From an optimization exercise on the open Yosys and OpenROAD flow, aimed at small area; shortcuts taken in it are not production practice.
Only simulation tests tie the RTL to the original design; equivalence was not proved.
No activity file was given, so power comes from the tool's default toggle rates.

==> design/flow/config.mk <==
export PLATFORM = sky130hd
export DESIGN_NAME = game_of_life_20
export DESIGN_NICKNAME = game_of_life_20
export VERILOG_FILES = /design/flow/design.v
export SDC_FILE = /design/flow/constraint.sdc
export NUM_CORES = 4
export LEC_CHECK = 0
export CAP_MARGIN = 20
export CORE_MARGIN = 2
export CORE_UTILIZATION = 45
export PLACE_DENSITY = 0.6
export SLEW_MARGIN = 20
==> design/flow/constraint.sdc <==
create_clock -name core_clock -period 10.0 [get_ports {clk}]
set_input_delay 2.0000 -clock core_clock [delete_from_list [all_inputs] [get_ports {clk}]]
set_output_delay 2.0000 -clock core_clock [all_outputs]
set_load 0.01 [all_outputs]
==> design/flow/design.v <==
package gol_pkg;
  localparam int GRID_N_DEF = 20;
  localparam int H_VIS   = 640;
  localparam int H_FP    = 16;
  localparam int H_SYNC  = 96;
  localparam int H_BP    = 48;
  localparam int H_TOTAL = H_VIS + H_FP + H_SYNC + H_BP;
  localparam int V_VIS   = 480;
  localparam int V_FP    = 10;
  localparam int V_SYNC  = 2;
  localparam int V_BP    = 33;
  localparam int V_TOTAL = V_VIS + V_FP + V_SYNC + V_BP;
  localparam int CW = 10;
  localparam logic [CW-1:0] H_VIS_END  = CW'(H_VIS);
  localparam logic [CW-1:0] H_SYNC_BEG = CW'(H_VIS + H_FP);
  localparam logic [CW-1:0] H_SYNC_END = CW'(H_VIS + H_FP + H_SYNC);
  localparam logic [CW-1:0] H_LAST     = CW'(H_TOTAL - 1);
  localparam logic [CW-1:0] V_VIS_END  = CW'(V_VIS);
  localparam logic [CW-1:0] V_SYNC_BEG = CW'(V_VIS + V_FP);
  localparam logic [CW-1:0] V_SYNC_END = CW'(V_VIS + V_FP + V_SYNC);
  localparam logic [CW-1:0] V_LAST     = CW'(V_TOTAL - 1);
  localparam logic [CW-1:0] GRID_X0 = CW'(160);
  localparam logic [CW-1:0] GRID_Y0 = CW'(80);
  typedef struct packed {
    logic [3:0] r;
    logic [3:0] g;
    logic [3:0] b;
  } rgb_t;
  localparam rgb_t RGB_LIVE = 12'hFFF;
  localparam rgb_t RGB_DEAD = 12'h002;
  localparam rgb_t RGB_OFF  = 12'h000;
  typedef logic [GRID_N_DEF-1:0][GRID_N_DEF-1:0] grid_t;
  localparam grid_t SEED_GRID = 400'h00000000000000000000000000000000000000000000000e0000000000000000000000000000000000000000070000400002;
endpackage
import gol_pkg::*;
module vga_timing #(
  parameter int PIX_DIV = 2
) (
  input  logic          i_clk,
  input  logic          i_rst,
  output logic [gol_pkg::CW-1:0] o_hcnt,
  output logic [gol_pkg::CW-1:0] o_vcnt,
  output logic          o_hsync,
  output logic          o_vsync,
  output logic          o_vis
);
  localparam int DW = (PIX_DIV > 1) ? $clog2(PIX_DIV) : 1;
  logic [DW-1:0] r_div;
  logic [CW-1:0] r_h, r_v;
  logic          w_tick;
  assign w_tick = (r_div == DW'(PIX_DIV - 1));
  always_ff @(posedge i_clk) begin
    if (i_rst || w_tick) r_div <= '0;
    else                 r_div <= r_div + 1'b1;
  end
  always_ff @(posedge i_clk) begin
    if (i_rst) begin
      r_h <= '0;
      r_v <= '0;
    end else if (w_tick) begin
      if (r_h == H_LAST) begin
        r_h <= '0;
        r_v <= (r_v == V_LAST) ? '0 : r_v + 1'b1;
      end else begin
        r_h <= r_h + 1'b1;
      end
    end
  end
  assign o_hcnt  = r_h;
  assign o_vcnt  = r_v;
  assign o_hsync = !((r_h >= H_SYNC_BEG) && (r_h < H_SYNC_END));
  assign o_vsync = !((r_v >= V_SYNC_BEG) && (r_v < V_SYNC_END));
  assign o_vis   = (r_h < H_VIS_END) && (r_v < V_VIS_END);
endmodule
import gol_pkg::*;
module game_of_life_20 #(
  parameter int GRID_N     = GRID_N_DEF,
  parameter int GEN_PERIOD = 200,
  parameter int PIX_DIV    = 2,
  parameter int CELL_PX    = 16
) (
  input  logic       clk,
  input  logic       rst,
  input  logic       load,
  input  logic       wr_en,
  input  logic [4:0] wr_row,
  input  logic [19:0] wr_data,
  output logic       hsync_out,
  output logic       vsync_out,
  output logic [3:0] red,
  output logic [3:0] green,
  output logic [3:0] blue
);
  localparam int GW = (GEN_PERIOD > 1) ? $clog2(GEN_PERIOD) : 1;
  localparam int IW = $clog2(GRID_N);
  localparam logic [CW-1:0] WIN_X1 = CW'(int'(GRID_X0) + GRID_N * CELL_PX);
  localparam logic [CW-1:0] WIN_Y1 = CW'(int'(GRID_Y0) + GRID_N * CELL_PX);
  localparam bit WRAP = 1'b0;
  logic [GRID_N-1:0][GRID_N-1:0] r_grid, w_next;
  logic [GRID_N+1:0][GRID_N+1:0] w_pad;
  logic [GW-1:0]                 r_gen;
  logic                          w_step;
  logic [CW-1:0]                 w_hcnt, w_vcnt, w_dx, w_dy;
  logic                          w_hs, w_vs, w_vis, w_in_win, w_live;
  logic [IW-1:0]                 w_row, w_col;
  logic [11:0]                   w_rgb;   
  for (genvar pr = 0; pr < GRID_N + 2; pr++) begin : g_pr
    for (genvar pc = 0; pc < GRID_N + 2; pc++) begin : g_pc
      localparam int SR = (pr + GRID_N - 1) % GRID_N;
      localparam int SC = (pc + GRID_N - 1) % GRID_N;
      if (WRAP || (pr >= 1 && pr <= GRID_N && pc >= 1 && pc <= GRID_N)) begin : g_src
        assign w_pad[pr][pc] = r_grid[SR][SC];
      end else begin : g_dead
        assign w_pad[pr][pc] = 1'b0;
      end
    end
  end
  for (genvar r = 0; r < GRID_N; r++) begin : g_row
    for (genvar c = 0; c < GRID_N; c++) begin : g_col
      logic [3:0] w_cnt;
      assign w_cnt = 4'(w_pad[r][c])   + 4'(w_pad[r][c+1])   + 4'(w_pad[r][c+2])
                   + 4'(w_pad[r+1][c])                       + 4'(w_pad[r+1][c+2])
                   + 4'(w_pad[r+2][c]) + 4'(w_pad[r+2][c+1]) + 4'(w_pad[r+2][c+2]);
      assign w_next[r][c] = (w_cnt == 4'd3) || (r_grid[r][c] && (w_cnt == 4'd2));
    end
  end
  assign w_step = (r_gen == GW'(GEN_PERIOD - 1));
  always_ff @(posedge clk) begin
    if (rst) begin
      r_grid <= '0;
      r_gen  <= '0;
    end else if (load) begin
      r_grid <= SEED_GRID;
      r_gen  <= '0;
    end else if (wr_en) begin
      for (int r = 0; r < GRID_N; r++)
        if (wr_row == 5'(r)) r_grid[r] <= wr_data[GRID_N-1:0];
      r_gen  <= '0;
    end else if (w_step) begin
      r_grid <= w_next;
      r_gen  <= '0;
    end else begin
      r_gen  <= r_gen + 1'b1;
    end
  end
  vga_timing #(.PIX_DIV(PIX_DIV)) u_vga (
    .i_clk  (clk),
    .i_rst  (rst),
    .o_hcnt (w_hcnt),
    .o_vcnt (w_vcnt),
    .o_hsync(w_hs),
    .o_vsync(w_vs),
    .o_vis  (w_vis)
  );
  assign w_in_win = w_vis && (w_hcnt >= GRID_X0) && (w_hcnt < WIN_X1)
                          && (w_vcnt >= GRID_Y0) && (w_vcnt < WIN_Y1);
  assign w_dx     = w_hcnt - GRID_X0;
  assign w_dy     = w_vcnt - GRID_Y0;
  assign w_col    = IW'(w_dx / CW'(CELL_PX));
  assign w_row    = IW'(w_dy / CW'(CELL_PX));
  assign w_live   = w_in_win && r_grid[w_row][w_col];
  always_comb begin
    w_rgb = RGB_OFF;
    if (w_in_win) w_rgb = w_live ? RGB_LIVE : RGB_DEAD;
  end
  always_ff @(posedge clk) begin
    if (rst) begin
      hsync_out <= 1'b1;
      vsync_out <= 1'b1;
      red       <= '0;
      green     <= '0;
      blue      <= '0;
    end else begin
      hsync_out <= w_hs;
      vsync_out <= w_vs;
      red       <= w_rgb[11:8];
      green     <= w_rgb[7:4];
      blue      <= w_rgb[3:0];
    end
  end
endmodule
==> design/flow/run.sh <==
#!/bin/bash
# synth_recipe.tcl (not shown) runs the flow's synth.tcl, then flattens the netlist and writes it again
# the make line also repeats each setting of config.mk as NAME=value (left out here)
make -C /OpenROAD-flow-scripts/flow DESIGN_CONFIG=/design/flow/config.mk WORK_HOME=/design/flow/orfs CLKGATE_MAP_FILE= SYNTH_SCRIPT=/design/flow/synth_recipe.tcl finish
==> run summary <==
[through the flow]
| step | utilization [%] | hold WS, ps | cells | instance area (sq um) |
|---|---|---|---|---|
| final | 48.3 | 444 | 10400 | 82800 |
| after global routing | 48.3 | 474 | 10400 | 82800 |
| after CTS | 48.3 | 447 | 10400 | 82700 |
| after detailed placement | 46.9 | 439 | 10300 | 80400 |
| after global placement | 46.9 | 424 | 10300 | 80400 |
| after floorplan | - | 413 | 8140 | 77500 |
[cell type report]
type | count | area, sq um | share of cell area, %
flip-flops and latches | 433 | 8680 | 10.5
multi-input cells | 5466 | 60500 | 73.1
clock buffers | 99 | 2010 | 2.42
repair buffers | 121 | 1140 | 1.37
clock inverters | 20 | 308 | 0.372
inverters | 1935 | 7270 | 8.78
well taps | 2310 | 2890 | 3.49
diodes | 3 | 7.51 | 0.00907
[placed cells by master, fill, tap and decap left out, types with 8 or more instances in the layout]
cell type                         instances
sky130_fd_sc_hd__inv_1                 1934
sky130_fd_sc_hd__fa_1                  1446
sky130_fd_sc_hd__ha_1                  1066
sky130_fd_sc_hd__a21oi_1                880
sky130_fd_sc_hd__o21ai_0                702
sky130_fd_sc_hd__dfxtp_1                431
sky130_fd_sc_hd__nand3_1                346
sky130_fd_sc_hd__a31oi_1                345
sky130_fd_sc_hd__a221oi_1               137
sky130_fd_sc_hd__mux4_2                  80
sky130_fd_sc_hd__buf_4                   73
sky130_fd_sc_hd__nor2_1                  67
sky130_fd_sc_hd__clkbuf_16               67
sky130_fd_sc_hd__mux2i_1                 52
sky130_fd_sc_hd__clkdlybuf4s50_1         41
sky130_fd_sc_hd__nand2_1                 39
sky130_fd_sc_hd__nor3_1                  26
sky130_fd_sc_hd__nand2b_1                23
sky130_fd_sc_hd__and2_1                  21
sky130_fd_sc_hd__clkbuf_8                21
sky130_fd_sc_hd__a311oi_1                20
sky130_fd_sc_hd__a2111oi_0               18
sky130_fd_sc_hd__xnor2_1                 15
sky130_fd_sc_hd__xor2_1                  13
sky130_fd_sc_hd__nand4_1                 12
sky130_fd_sc_hd__o21ai_4                 12
sky130_fd_sc_hd__nand2_2                 12
sky130_fd_sc_hd__o2111ai_1               12
sky130_fd_sc_hd__o211ai_1                11
sky130_fd_sc_hd__clkbuf_1                11
sky130_fd_sc_hd__nor2b_1                 10
sky130_fd_sc_hd__a22oi_1                  9
sky130_fd_sc_hd__o21ai_2                  8
sky130_fd_sc_hd__clkinv_2                 8
[kinds of logic (layout without fill, tap and decap cells)]
kind of cell / count (synthesis) / in the layout / synth area share [%]
buf+inv: 2241 / 2175 / 11.0
other cells: 0 / 3 / 0
xor+xnor: 32 / 32 / 0.397
fa+ha+maj: 2513 / 2513 / 54.6
simple gates: 595 / 595 / 3.84
mux: 139 / 139 / 3.18
flops: 433 / 433 / 11.2
compound gates: 2187 / 2187 / 15.8
[synthesized netlist by cell type (all sizes together), types with 4 or more instances]
library cell     n  area, sq um
ha            1067        13400
o211ai          11         82.6
nand2b          24          150
xnor2           17          149
and3             6         37.5
nor3            26          130
a311oi          20          175
nand4           12         75.1
a31oi          345         2160
o2111ai         12          105
nand3          346         1730
buf             55          350
mux2i           52          521
nor2            70          263
o21ai          722         3610
a221oi         137         1200
a211oi           7         57.6
or2              6         37.5
mux4            84         1910
and2            23          144
or3              6         37.5
and4             4         35.0
fa            1446        28900
a2111oi         18          158
nor2b           11         68.8
a22oi            9         67.6
clkbuf         251          942
inv           1935         7260
nor4             4         25.0
xor2            13          114
nand2           51          191
dfxtp          433         8670
a21oi          880         4400
[worst reg2reg max path: stages, from the launching register on]
cell and delay, ps:
sky130_fd_sc_hd__dfxtp_4 700, sky130_fd_sc_hd__inv_1 300, sky130_fd_sc_hd__ha_1 350, sky130_fd_sc_hd__inv_1 40, sky130_fd_sc_hd__ha_2 170, sky130_fd_sc_hd__fa_1 480
sky130_fd_sc_hd__buf_4 470, sky130_fd_sc_hd__inv_1 220, sky130_fd_sc_hd__buf_4 340, sky130_fd_sc_hd__a221oi_1 350, sky130_fd_sc_hd__o21ai_0 140, sky130_fd_sc_hd__a21oi_1 200
sky130_fd_sc_hd__nor4_1 70, sky130_fd_sc_hd__o21ai_0 820, sky130_fd_sc_hd__a41o_1 300
[registers in the layout (all words and copies together) (netlist names)]
name and cells:
vsync_out 1, hsync_out 1, blue 2, r_grid 400
r_gen 8, u_vga.r_h 10, u_vga.r_div 1, u_vga.r_v 10
[power breakdown]
part	internal (mW)	switching [mW]
registers	1.73	0.0193
logic	0.124	0.337
clock network	1.53	1.10
total	3.38	1.46
[metal layers]
| layer | vias to the layer above | routed length (um) | track usage [%] |
|---|---|---|---|
| li1 | 26900 | - | - |
| met1 | 30700 | 97300 | 36.2 |
| met2 | 1813 | 112000 | 46.3 |
| met3 | 467 | 14500 | 3.70 |
| met4 | 0 | 9680 | 10.1 |
| met5 | - | 0 | 0 |
[how the worst max path moves through the flow]
stage | to | slack, ps | cells past startpoint
after floorplan | blue[2]$_SDFF_PP0_ | 6240 | 16
after global placement | r_grid[190]$_SDFFE_PP0P_ | 4340 | 8
after detailed placement | r_grid[196]$_SDFFE_PP0P_ | 4310 | 8
after CTS | blue[2]$_SDFF_PP0_ | 5040 | 14
after global routing | r_grid[271]$_SDFFE_PP0P_ | 4870 | 8
final | r_grid[174]$_SDFFE_PP0P_ | 4900 | 8
==> load_flow_metrics.sql <==
INSERT INTO impl_metrics (metric_group, metric, value, unit) VALUES
('outcome', 'status', 'no timing/DRC/antenna violations', ''),
('cts', 'tritoncts.num_buffers', '67', ''),
('synthesis', 'synth-warning-count', '2', ''),
('setup_path', 'path_buf_inv', '4', ''),
('cts', 'worstSkewPairLatency', '710', 'ps'),
('synthesis', 'synth_fp_nets', '10700', ''),
('sta', 'finalSetupTns', '0', 'ps'),
('grt', 'grt_start_max_net_pins', '135', ''),
('cts', 'cts_resized', '0', ''),
('setup_path', 'critical_path_cell_by_cell', 'clkdlybuf4s50_1, buf_4, or2_4, buf_4, buf_4, a21oi_1, a31oi_1, a21oi_1', ''),
('sta', 'final_worst_path_period_share', '51.0', '%'),
('finish', 'layout.nets', '10600', ''),
('detailed_routing', 'via_count', '59900', ''),
('worst_hold_path', 'hold_class', 'register to register', ''),
('setup_path', 'end_kind', 'register', ''),
('finish', 'drive_gt1_share', '4.01', '%'),
('setup_path', 'slowest_delay', '920', 'ps'),
('setup_path', 'cp_top_family', 'buffers and inverters', ''),
('pwr', 'post-layout-total-power', '4.84', 'mW'),
('sta', 'clock.fmax', '196', 'MHz'),
('floorplan', 'initial_core_util', '45.2', '%'),
('placement', 'dpl_worst_slack', '4310', 'ps'),
('worst_hold_path', 'hold_start', 'r_gen[0]$_SDFF_PP0_', ''),
('cts', 'tritoncts_num_sinks', '433', ''),
('grt', 'initial_antenna_violation_count', '7', ''),
('cts', 'cts_max_path_buffers', '3', ''),
('grt', 'grt_pass1_vias', '62800', ''),
('setup_path', 'critPathMostFrequentCell', 'sky130_fd_sc_hd__buf_4', ''),
('placement', 'routabilityCongestion', '0.896', ''),
('cts', 'htree_num_levels', '3', ''),
('synthesis', 'synth_edf_count', '0', ''),
('floorplan', 'core', '0.171', 'sq mm'),
('finish', 'fill_cells', '16000', ''),
('detailed_routing', 'route.detailed.vias_per_inst', '5.76', ''),
('setup_path', 'critical_path.startpoint', 'rst', ''),
('setup_path', 'worst-r2r-setup-slack', '5010', 'ps'),
('cts', 'worst_setup_hold_path_clk_slew', '60', 'ps'),
('synthesis', 'yosys_register_bits', '433', ''),
('grt', 'globalRoute.totalOverflow', '0', ''),
('sta', 'setup_viol', '0', ''),
('setup_path', 'rr_worst_depth', '14', ''),
('grt', 'global_route_wire_length_before_repair', '373', 'mm'),
('sta', 'final_period_minus_worst_setup_slack', '5100', 'ps'),
('setup_path', 'timing.critical_path.required', '10550', 'ps'),
('cts', 'ctsHoldBuffers', '0', ''),
('pwr', 'power_density', '58.5', 'mW/mm^2'),
('floorplan', 'die-area', '0.176', 'sq mm'),
('placement', 'buffers_on_ports', '42', ''),
('sta', 'slew_at_the_pin_closest_to_its_max_slew_limit', '1130', 'ps'),
('worst_hold_path', 'min_to', 'r_gen[0]$_SDFF_PP0_', ''),
('sta', 'final_max_slew_viol_count', '0', ''),
('cts', 'cts_post_setup_buffers_inserted', '0', ''),
('floorplan', 'die-height', '419', 'um'),
('placement', 'dp_hpwl', '175', 'mm'),
('sta', 'finalClockSkew', '31.7', 'ps'),
('synthesis', 'post_synth_inst_count', '8140', ''),
('floorplan', 'placement_rows', '152', ''),
('sta', 'final_hold_viol_count', '0', ''),
('detailed_routing', 'finalWirelength', '234', 'mm'),
('finish', 'syn2layout_area_growth', '6.84', '%'),
('synthesis', 'synth.lib_cells_used.distinct', '61', ''),
('setup_path', 'critical_path.reg2reg.endpoint', 'blue[2]$_SDFF_PP0_', ''),
('synthesis', 'synth.yosys.seq_area_share', '11.2', '%'),
('floorplan', 'boundary_pin_count', '43', ''),
('synthesis', 'synthArstFlopShare', '0', '%'),
('floorplan', 'dieWidth', '419', 'um'),
('detailed_routing', 'detailedRoute.firstPassIterationCount', '6', ''),
('synthesis', 'mappedNetlistArea', '0.0775', 'sq mm'),
('synthesis', 'post_syn_area_per_cell', '9.52', 'sq um'),
('grt', 'grt_use_total', '27.5', '%'),
('pwr', 'ir_worst_vdd', '0.106', 'mV');

what the ideal ports hide:
In the flow no input, the clock included, has a driving cell. The finished layout below was timed again as built, in two steps. Step 1, drivers: a clkbuf_16 drives clk and a buf_2 each remaining input, both assumed. Step 2 moves the port delays by t, midway between the first and last clock arrival at a register: inputs arrive t later, outputs are due t later. That takes back most of the time a late clock gives input paths. Slacks: no drivers / after step 1 / after step 2; pairs: no drivers / after step 1.
shift t [ns]: 0.793
slack for setup (ns): 4.902 / 4.978 / 4.185
hold slack, ns: 0.444 / 0.444 / 0.444
clock arrival spread, ns: 0.039 / 0.040
worst data-port slew with drivers (ns): 0.08
After both steps setup and hold are still met in this run. The setup slack of this run moves by +0.076 ns with the drivers and by -0.717 ns with both steps.
